Source: an optimization exercise on an open RTL-to-GDS flow (aim: small area, a short achievable clock period and few clock cycles per item). Production flows keep margins and buffers that such runs may drop. Function was not checked in any run shown here: the RTL went through the layout flow alone. Power figures rest on the tool's default switching activity, not on a simulated workload.

==> flow/design.v (outline; a module is shown in full before it is edited, if it fits) <==
// module mul_fa: 11 lines
// module mul_ha: 10 lines
// module dadda_mul: 1983 lines
module dadda_mul
(
    input  logic        clk,
    input  logic        rst_n,
    input  logic        in_valid,
    input  logic        mode,
    input  logic [15:0] a,
    input  logic [15:0] b,
    output logic        out_valid,
    output logic [15:0] hi,
    output logic [15:0] lo
);
  // ...
==> flow/run.sh <==
#!/bin/bash
# synth_recipe.tcl (not shown) runs the flow's synth.tcl, then flattens the netlist and writes it again
# the make line also repeats each setting of config.mk as NAME=value (left out here)
make -C /OpenROAD-flow-scripts/flow DESIGN_CONFIG=/design/flow/config.mk WORK_HOME=/design/flow/orfs CLKGATE_MAP_FILE= SYNTH_SCRIPT=/design/flow/synth_recipe.tcl finish
==> flow/config.mk <==
export PLATFORM = sky130hd
export DESIGN_NAME = dadda_mul
export DESIGN_NICKNAME = dadda_mul
export VERILOG_FILES = /design/flow/design.v
export SDC_FILE = /design/flow/constraint.sdc
export NUM_CORES = 4
export LEC_CHECK = 0
export ABC_AREA = 1
export CAP_MARGIN = 20
export CORE_MARGIN = 2
export CORE_UTILIZATION = 40
export SETUP_SLACK_MARGIN = 2.35
export SLEW_MARGIN = 20
export SYNTH_HIERARCHICAL = 1
export SYNTH_MINIMUM_KEEP_SIZE = 0
==> flow/constraint.sdc <==
create_clock -name core_clock -period 4.0 [get_ports {clk}]
set_input_delay 0.8000 -clock core_clock [delete_from_list [all_inputs] [get_ports {clk}]]
set_output_delay 0.8000 -clock core_clock [all_outputs]
set_load 0.01 [all_outputs]
==> results.sh, run 1 <==
export IMPL_synthArstFlopShare=0.0138
export IMPL_pre_cts_slack_ns=1.78
export IMPL_ys_seq_area_frac=0.516
export IMPL_numPortBuffers=68
export IMPL_drive_above_1_share=0.249
export IMPL_p_switching_mw=3.97
export IMPL_synth_top_area_share=0.507
export IMPL_finalMaxSlewViolations=0
export IMPL_critPathMaxStageDelay_ns=0.35
export IMPL_seq_power_share=0.430
export IMPL_clockRootBuffer="clkbuf_16"
export IMPL_dr_pass1_iters=5
export IMPL_drt_initial_drc_count=482
export IMPL_status="complete, no violations"
export IMPL_clock_skew_final_ns=0.0262
export IMPL_final_area_sq_um=17900
export IMPL_hold_path_class="flop to flop"
export IMPL_antenna_found_initial=0
export IMPL_htreeDepth=2
export IMPL_muxShareOfSynthArea=0.00557
export IMPL_slowest_stage="dfrtp_1"
export IMPL_finalCritPeriodShare=0.449
export IMPL_multiInputGateArea_sq_um=6800
export IMPL_fin_hold_ws_ns=0.323
export IMPL_hold_buffers=0
export IMPL_p_int_mw=8.77
==> run 2: changes to the inputs <==
--- a/flow/config.mk
+++ b/flow/config.mk
@@ -11,3 +11,3 @@
 export CORE_UTILIZATION = 40
-export SETUP_SLACK_MARGIN = 2.35
+export SETUP_SLACK_MARGIN = 2.2
 export SLEW_MARGIN = 20
==> run 2 against run 1 <==
- still clean on timing, DRC and antenna
- via count fell by 4.2%
- design area fell by 5.6%
- sequential power fell by 1%
- register-to-register slack got worse by 0.07 ns
- flip-flop and latch count did not move
- final cell count fell by 1.4%
- synthesized area did not move
- total power fell by 3.0%
- synthesized cell count did not move
==> results.sh, run 2 <==
export IMPL_synthArstFlopShare=0.0138
export IMPL_dr_pass1_iters=5
export IMPL_synth_top_family_by_area="adder cells"
export IMPL_r2r_start="one44_q1"
export IMPL_gp_congestion=0.838
export IMPL_crit_family="flip-flops"
export IMPL_finalMaxSlewViolations=0
export IMPL_postRouteAntennaNets=0
export IMPL_final_cell_mix="dfxtp_1, xor2_1, o22ai_1"
export IMPL_clkPwrFrac=0.296
export IMPL_core_sq_um=34700
export IMPL_ys_seq_elements=363
export IMPL_tritoncts="done"
export IMPL_cp_start_kind="flop"
export IMPL_worst_slew_pin_slew_ns=0.611
export IMPL_clk_latency_ns=0.53
export IMPL_drive_above_1_share=0.160
export IMPL_p_sw_frac=0.312
export IMPL_synth_fa_ha_area_frac=0.205
export IMPL_vias_per_cell=4.75
export IMPL_relSlewSlack=0.592
export IMPL_track_usage=0.157
export IMPL_p_leak_nw=7.51
export IMPL_slowest_stage="dfrtp_1"
export IMPL_crit_required_ns=3.20
export IMPL_post_drt_wl_per_cell_microns=15.9
export IMPL_grt_max_degree=20
export IMPL_r2r_cells=4
export IMPL_critPathBufInv=1
export IMPL_crit_path_end_kind="output port"
export IMPL_htreeDepth=2
export IMPL_dp_hpwl_microns=19600
export IMPL_io_pins=69
export IMPL_start_util=0.407
export IMPL_synth_xor_area_frac=0.0960
export IMPL_finalCritPeriodShare=0.451
export IMPL_pre_cts_slack_ns=1.76
export IMPL_synthFlopType="dfxtp_1"
export IMPL_critPathMaxStageDelay_ns=0.35
export IMPL_synth_most_common_cell="dfxtp_1"
export IMPL_antenna_found_initial=0
export IMPL_dieArea_sq_um=36900
export IMPL_cts_buffer_depth=3
export IMPL_hold_depth=0
export IMPL_p_total_mw=12.4
export IMPL_wl_microns=28900
export IMPL_largest_reg_flops=32
export IMPL_vias=8623
export IMPL_multiInputGateArea_sq_um=6300
export IMPL_status="complete, no violations"
export IMPL_drt_initial_drc_count=568
export IMPL_path_depth=1
export IMPL_final_common_cell="dfxtp_1"
export IMPL_hold_viol_final=0
export IMPL_synth_compound_area_frac=0.0721
export IMPL_placedCellCount=1700
export IMPL_area_growth_pct=19.8
export IMPL_grt_overflow=0
export IMPL_cts_sinks=363
export IMPL_powerDensity_nw_per_um2=729
export IMPL_stdcell_count=1814
export IMPL_seq_power_share=0.438
export IMPL_synth_cell_type_count=33
export IMPL_crit_chain="buf_2"
export IMPL_crit_arrival_ns=1.00
export IMPL_rsz0062_at_grt="yes"
export IMPL_worstPathMaxFanout=1
export IMPL_cts_buffers=40
export IMPL_grt_pass1_wl_microns=45200
export IMPL_synth_avg_cell_area_sq_um=11.6
export IMPL_drc=0
export IMPL_min_to="g448_q4"
export IMPL_rows=68
export IMPL_synthSimpleGateAreaFrac=0.0618
export IMPL_yosys_area_top_type="dfxtp_1"
export IMPL_finalSetupViolCount=0
export IMPL_fin_ws_ns=2.20
export IMPL_holdCritStartpoint="g448_q3"
export IMPL_synth_top_cells_by_area="dfxtp_1, fa_1, xor2_1, o22ai_1, ha_1"
export IMPL_final_area_sq_um=16900
export IMPL_vdd_ir_drop_max_mv=0.309
export IMPL_yosysWarningCount=7
export IMPL_synth_top_area_share=0.507
export IMPL_fin_tns_setup_ns=0
export IMPL_hold_path_class="flop to flop"
export IMPL_diodes=0
export IMPL_clock_skew_final_ns=0.0232
export IMPL_crit_type="flop to output port"
export IMPL_max_cap_viol_count=0
export IMPL_muxShareOfSynthArea=0.00557
export IMPL_reg_top3="prod: 32 flops, vld: 5 flops"
export IMPL_regMostFlops="prod"
export IMPL_netlist_instances=1223
export IMPL_timing_rr_end="s205_q2"
export IMPL_syn_cell_area_sq_um=14100
export IMPL_period_minus_slack_ns=1.80
export IMPL_place_area_sq_um=15200
export IMPL_timing_fmax_mhz=554
export IMPL_numPortBuffers=68
export IMPL_r2r_slack_ns=2.23
export IMPL_synthTopCellsByCount="dfxtp_1, xor2_1, o22ai_1"
export IMPL_die_y_microns=192
export IMPL_ys_seq_area_frac=0.516
export IMPL_p_comb_frac=0.266
export IMPL_clockRootBuffer="clkbuf_16"
export IMPL_grt_pass1_vias=8628
export IMPL_nets=1530
export IMPL_synth_enable_flop_cells=0
export IMPL_clk_pin_slew_worst_paths_ns=0.06
export IMPL_fillers=3117
export IMPL_p_int_mw=8.50
export IMPL_p_switching_mw=3.86
export IMPL_die_x_microns=192
export IMPL_regArea_sq_um=7310
## run 2: cell count changes in the layout (fill, tap and decap cells not counted), moves of 15 or more
cell      before  now
o22ai_1       84  128
dfxtp_1      316  345
o22ai_2       39    0
dfxtp_4       18    2
clkinv_2       7   22
buf_6         18    3
## run 2: layout make-up
| cell class | instances | share of cell area |
|---|---|---|
| flip-flops and latches | 363 | 0.432 |
| multi-input cells | 709 | 0.372 |
| clock buffers | 51 | 0.0657 |
| repair buffers | 110 | 0.0565 |
| well taps | 455 | 0.0336 |
| inverters | 103 | 0.0274 |
| clock inverters | 22 | 0.0130 |
| repair inverters | 1 | 0.000443 |
## run 2: stage by stage
stage,util,hold WS [ns]
floorplan,-,0.310
global placement,0.438,0.311
detailed placement,0.438,0.312
CTS,0.475,0.328
global route,0.488,0.332
finish,0.488,0.323
## run 2: worst max-delay path by stage
stage,start,to,slack (ns)
after floorplan,a_15_q1,s223_q2,2.26
after global placement,b_1_q1,s223_q2,1.84
after detailed placement,b_1_q1,s223_q2,1.76
after CTS,vld[4],out_valid,2.17
after global routing,vld[4],out_valid,2.15
final,vld[4],out_valid,2.20
## run 2: cells by family after synthesis
group                    count (synthesis)
flip-flops                             363
XOR/XNOR                               155
AND/OR/NAND/NOR                        209
other                                    1
buffers and inverters                  154
multiplexers                             7
adder cells (fa/ha/maj)                166
AO/OA/AOI/OAI                          168
## run 2: metal layers
| layer | vias up | routed length (microns) | track usage | part of all wire |
|---|---|---|---|---|
| met3 | 55 | 1580 | 0.0289 | 0.055 |
| li1 | 4171 | - | - | - |
| met2 | 270 | 13100 | 0.246 | 0.45 |
| met1 | 4127 | 13600 | 0.220 | 0.47 |
| met5 | - | 0 | 0 | 0 |
| met4 | 0 | 592 | 0.0493 | 0.021 |
## run 2: what timing repair did
item,CTS,global route
gates resized for setup,162,33
hold buffers,0,0
buffers inserted,10,29
pin swaps,1,3
cloned,0,2
endpoints found under the setup margin,102,45
## run 2: modules after synthesis (local to each module, per instance)
| module | cells inside | flops+latches | area, sq um | times used |
|---|---|---|---|---|
| dadda_mul | 1094 | 363 | 11700 | 1 |
| mul_fa | 1 | 0 | 20.0 | 109 |
| mul_ha | 1 | 0 | 12.5 | 20 |
## run 2: power groups by stage
| stage | Clock, mW | Combinational (mW) | Sequential [mW] |
|---|---|---|---|
| 2_1_floorplan | 0 | 2.16 | 5.42 |
| 3_3_place_gp | 0 | 3.24 | 5.48 |
| 3_5_place_dp | 0 | 3.31 | 5.50 |
| 4_1_cts | 3.74 | 3.23 | 5.42 |
| 5_1_grt | 3.90 | 3.92 | 5.54 |
| 6_report | 3.65 | 3.29 | 5.42 |
==> run 3: changes to the inputs <==
--- a/flow/config.mk
+++ b/flow/config.mk
@@ -11,2 +11,4 @@
 export CORE_UTILIZATION = 40
+export CTS_CLUSTER_DIAMETER = 150
+export CTS_CLUSTER_SIZE = 30
 export SETUP_SLACK_MARGIN = 2.2
==> run 3 against run 2 <==
- via count shrank 3.2%
- sequential power about the same
- fmax is essentially flat
- final cell count shrank 3.2%
- design area down 4.9%
- synthesized cell count is the same
- die area stayed put
- flip-flop and latch count stayed put
- largest cell class unchanged
- highest routed layer unchanged
==> results.sh, run 3 <==
export IMPL_powerDensity_nw_per_um2=661
export IMPL_final_cell_mix="dfxtp_1, xor2_1, o22ai_1"
export IMPL_clock_skew_final_ns=0.0321
export IMPL_cts_buffers=16
export IMPL_numPortBuffers=68
export IMPL_drc=0
export IMPL_synth_cell_type_count=33
export IMPL_dr_pass1_iters=5
export IMPL_synthFlopType="dfxtp_1"
export IMPL_grt_max_degree=32
export IMPL_vias=8349
export IMPL_nets=1502
export IMPL_fillers=3172
export IMPL_finalCritPeriodShare=0.451
export IMPL_crit_family="flip-flops"
export IMPL_cts_sinks=363
export IMPL_synth_avg_cell_area_sq_um=11.6
export IMPL_post_drt_wl_per_cell_microns=16.0
export IMPL_wl_microns=28200
export IMPL_largest_reg_flops=32
export IMPL_syn_cell_area_sq_um=14100
export IMPL_timing_fmax_mhz=554
export IMPL_htreeDepth=1
export IMPL_start_util=0.407
export IMPL_relSlewSlack=0.600
export IMPL_drive_above_1_share=0.132
export IMPL_yosysWarningCount=7
export IMPL_grt_pass1_vias=8441
export IMPL_gp_congestion=0.838
export IMPL_grt_pass1_wl_microns=44300
export IMPL_dieArea_sq_um=36900
export IMPL_dp_hpwl_microns=19600
export IMPL_hold_path_class="flop to flop"
export IMPL_slowest_stage="dfrtp_1"
export IMPL_fin_ws_ns=2.20
export IMPL_track_usage=0.152
export IMPL_area_growth_pct=14.0
export IMPL_tritoncts="done"
export IMPL_drt_initial_drc_count=489
export IMPL_crit_required_ns=3.20
export IMPL_core_sq_um=34700
export IMPL_synthTopCellsByCount="dfxtp_1, xor2_1, o22ai_1"
export IMPL_netlist_instances=1223
export IMPL_p_leak_nw=7.09
export IMPL_critPathMaxStageDelay_ns=0.37
export IMPL_reg_top3="prod: 32 flops, vld: 5 flops"
export IMPL_max_cap_viol_count=0
export IMPL_synth_most_common_cell="dfxtp_1"
export IMPL_cp_start_kind="flop"
export IMPL_worst_slew_pin_slew_ns=0.599
export IMPL_crit_arrival_ns=1.00
export IMPL_final_common_cell="dfxtp_1"
export IMPL_crit_chain="buf_2"
export IMPL_cts_buffer_depth=3
export IMPL_status="complete, no violations"
export IMPL_r2r_start="one44_q1"
export IMPL_vdd_ir_drop_max_mv=0.249
export IMPL_die_y_microns=192
export IMPL_antenna_found_initial=0
export IMPL_finalSetupViolCount=0
export IMPL_clk_pin_slew_worst_paths_ns=0.11
export IMPL_clk_latency_ns=0.51
export IMPL_hold_viol_final=0
export IMPL_synth_top_area_share=0.507
export IMPL_rsz0062_at_grt="yes"
export IMPL_synth_enable_flop_cells=0
export IMPL_finalMaxSlewViolations=0
export IMPL_vias_per_cell=4.75
export IMPL_yosys_area_top_type="dfxtp_1"
export IMPL_regMostFlops="prod"
export IMPL_io_pins=69
export IMPL_synthArstFlopShare=0.0138
export IMPL_hold_buffers=0
export IMPL_critPathBufInv=1
export IMPL_die_x_microns=192
export IMPL_worstPathMaxFanout=1
export IMPL_crit_path_end_kind="output port"
export IMPL_period_minus_slack_ns=1.80
export IMPL_ys_seq_area_frac=0.516
export IMPL_fin_tns_setup_ns=0
export IMPL_ys_seq_elements=363
export IMPL_holdCritStartpoint="pp6_q3"
export IMPL_timing_critical_path_from="vld[4]"
export IMPL_clockRootBuffer="clkbuf_16"
export IMPL_grt_overflow=0
export IMPL_postRouteAntennaNets=0
export IMPL_rows=68
export IMPL_crit_type="flop to output port"
export IMPL_synth_top_cells_by_area="dfxtp_1, fa_1, xor2_1, o22ai_1, ha_1"
export IMPL_pre_cts_slack_ns=1.76
export IMPL_diodes=0
-- run 3: cell types whose count changed in the layout (fill, tap and decap cells not counted), sizes merged --
cell      change
bufinv        -3
clkbuf       -33
inv           -2
clkinv       -11
buf           -3
clkinvlp      -6
-- run 3: area by class of cell --
| type | count | area [sq um] | share of cell area |
|---|---|---|---|
| clock inverter | 1 | 30.0 | 0.00186 |
| multi-input combinational | 709 | 6300 | 0.391 |
| timing repair buffer | 107 | 1000 | 0.0621 |
| inverter | 103 | 468 | 0.0290 |
| tap | 455 | 569 | 0.0353 |
| sequential | 363 | 7320 | 0.454 |
| clock buffer | 18 | 429 | 0.0266 |
-- run 3: metal layers --
layer	vias to the layer above	GRT usage	part of all wire
li1	4074	-	-
met1	4030	0.217	0.48
met2	215	0.245	0.46
met3	30	0.0197	0.048
met4	0	0.0382	0.014
met5	-	0	0
-- run 3: metrics by stage --
stage / utilization / hold slack [ns] / power [mW] / cell area, sq um / instances
floorplan: - / 0.310 / 7.58 / 14100 / 1225
global placement: 0.438 / 0.311 / 8.72 / 15200 / 1700
detailed placement: 0.438 / 0.312 / 8.81 / 15200 / 1700
CTS: 0.451 / 0.300 / 10.6 / 15700 / 1730
global route: 0.464 / 0.296 / 11.6 / 16100 / 1756
finish: 0.464 / 0.303 / 10.6 / 16100 / 1756
-- run 3: repair_timing --
item / in CTS / in global routing
cloned: 0 / 1
setup endpoints to repair: 104 / 64
buffers inserted: 11 / 25
pin swaps: 1 / 2
gates resized for setup: 169 / 46
-- run 3: final timing paths --
check / slack [ns] / endpoint / depth (start not counted)
hold reg to reg: 0.30 / pp6_q4 / 0
setup reg to reg: 2.25 / s205_q2 / 4
hold / removal: 0.30 / pp6_q4 / 0
max in group asynchronous: 3.34 / vld[1] / 1
setup / recovery: 2.20 / out_valid / 1
min in group asynchronous: 0.49 / vld[2] / 1
-- run 3: cells by family (layout without fill, tap and decap cells) --
group | after synthesis | in the layout | synth area share
flops | 363 | 363 | 0.516
mux | 7 | 7 | 0.00557
buf+inv | 154 | 229 | 0.0439
other cells | 1 | 3 | 0.000265
xor+xnor | 155 | 155 | 0.0960
fa+ha+maj | 166 | 166 | 0.205
simple gates | 209 | 210 | 0.0618
compound gates | 168 | 168 | 0.0721
-- run 3: report_power, final --
group | total, mW | internal, mW | switching [mW]
registers | 5.43 | 4.83 | 0.600
clock network | 1.89 | 0.788 | 1.10
logic | 3.33 | 1.54 | 1.79
total | 10.6 | 7.16 | 3.49
-- run 3: modules after synthesis (local to each module, per instance) --
| module | cell area, sq um | copies in the design | cells inside | flip-flops and latches |
|---|---|---|---|---|
| mul_fa | 20.0 | 109 | 1 | 0 |
| mul_ha | 12.5 | 20 | 1 | 0 |
| dadda_mul | 11700 | 1 | 1094 | 363 |

==> port drivers added, routing unchanged <==
Ports are ideal in the flow. The routed layouts listed here were re-timed in OpenROAD.
Step 1 (the two cells are an assumption about what drives the block):
set clk [get_ports {clk}]
set_driving_cell -lib_cell sky130_fd_sc_hd__clkbuf_16 $clk
set_driving_cell -lib_cell sky130_fd_sc_hd__buf_2 [delete_from_list [all_inputs] $clk]
Step 2, shift: input delay + t, output delay - t, t = (earliest + latest rising clock arrival at the registers) / 2. This alone moves slack from input paths to output paths.
a / b / c = no drivers / after step 1 / after step 2; a / b = the first two.
run	t, ns	slack for setup (ns)	hold slack, ns	worst setup path after step 2
run 1	0.572	2.203 / 2.150 / 2.154	0.323 / 0.323 / 0.323	input to register
run 2	0.568	2.195 / 2.147 / 2.136	0.323 / 0.323 / 0.323	input to register
run 3	0.542	2.196 / 2.149 / 2.171	0.303 / 0.303 / 0.303	input to register
After both steps setup and hold are still met in every run listed. For run 2, which loses most, drivers alone change the setup slack by -0.048 ns; drivers and shift together by -0.059 ns.
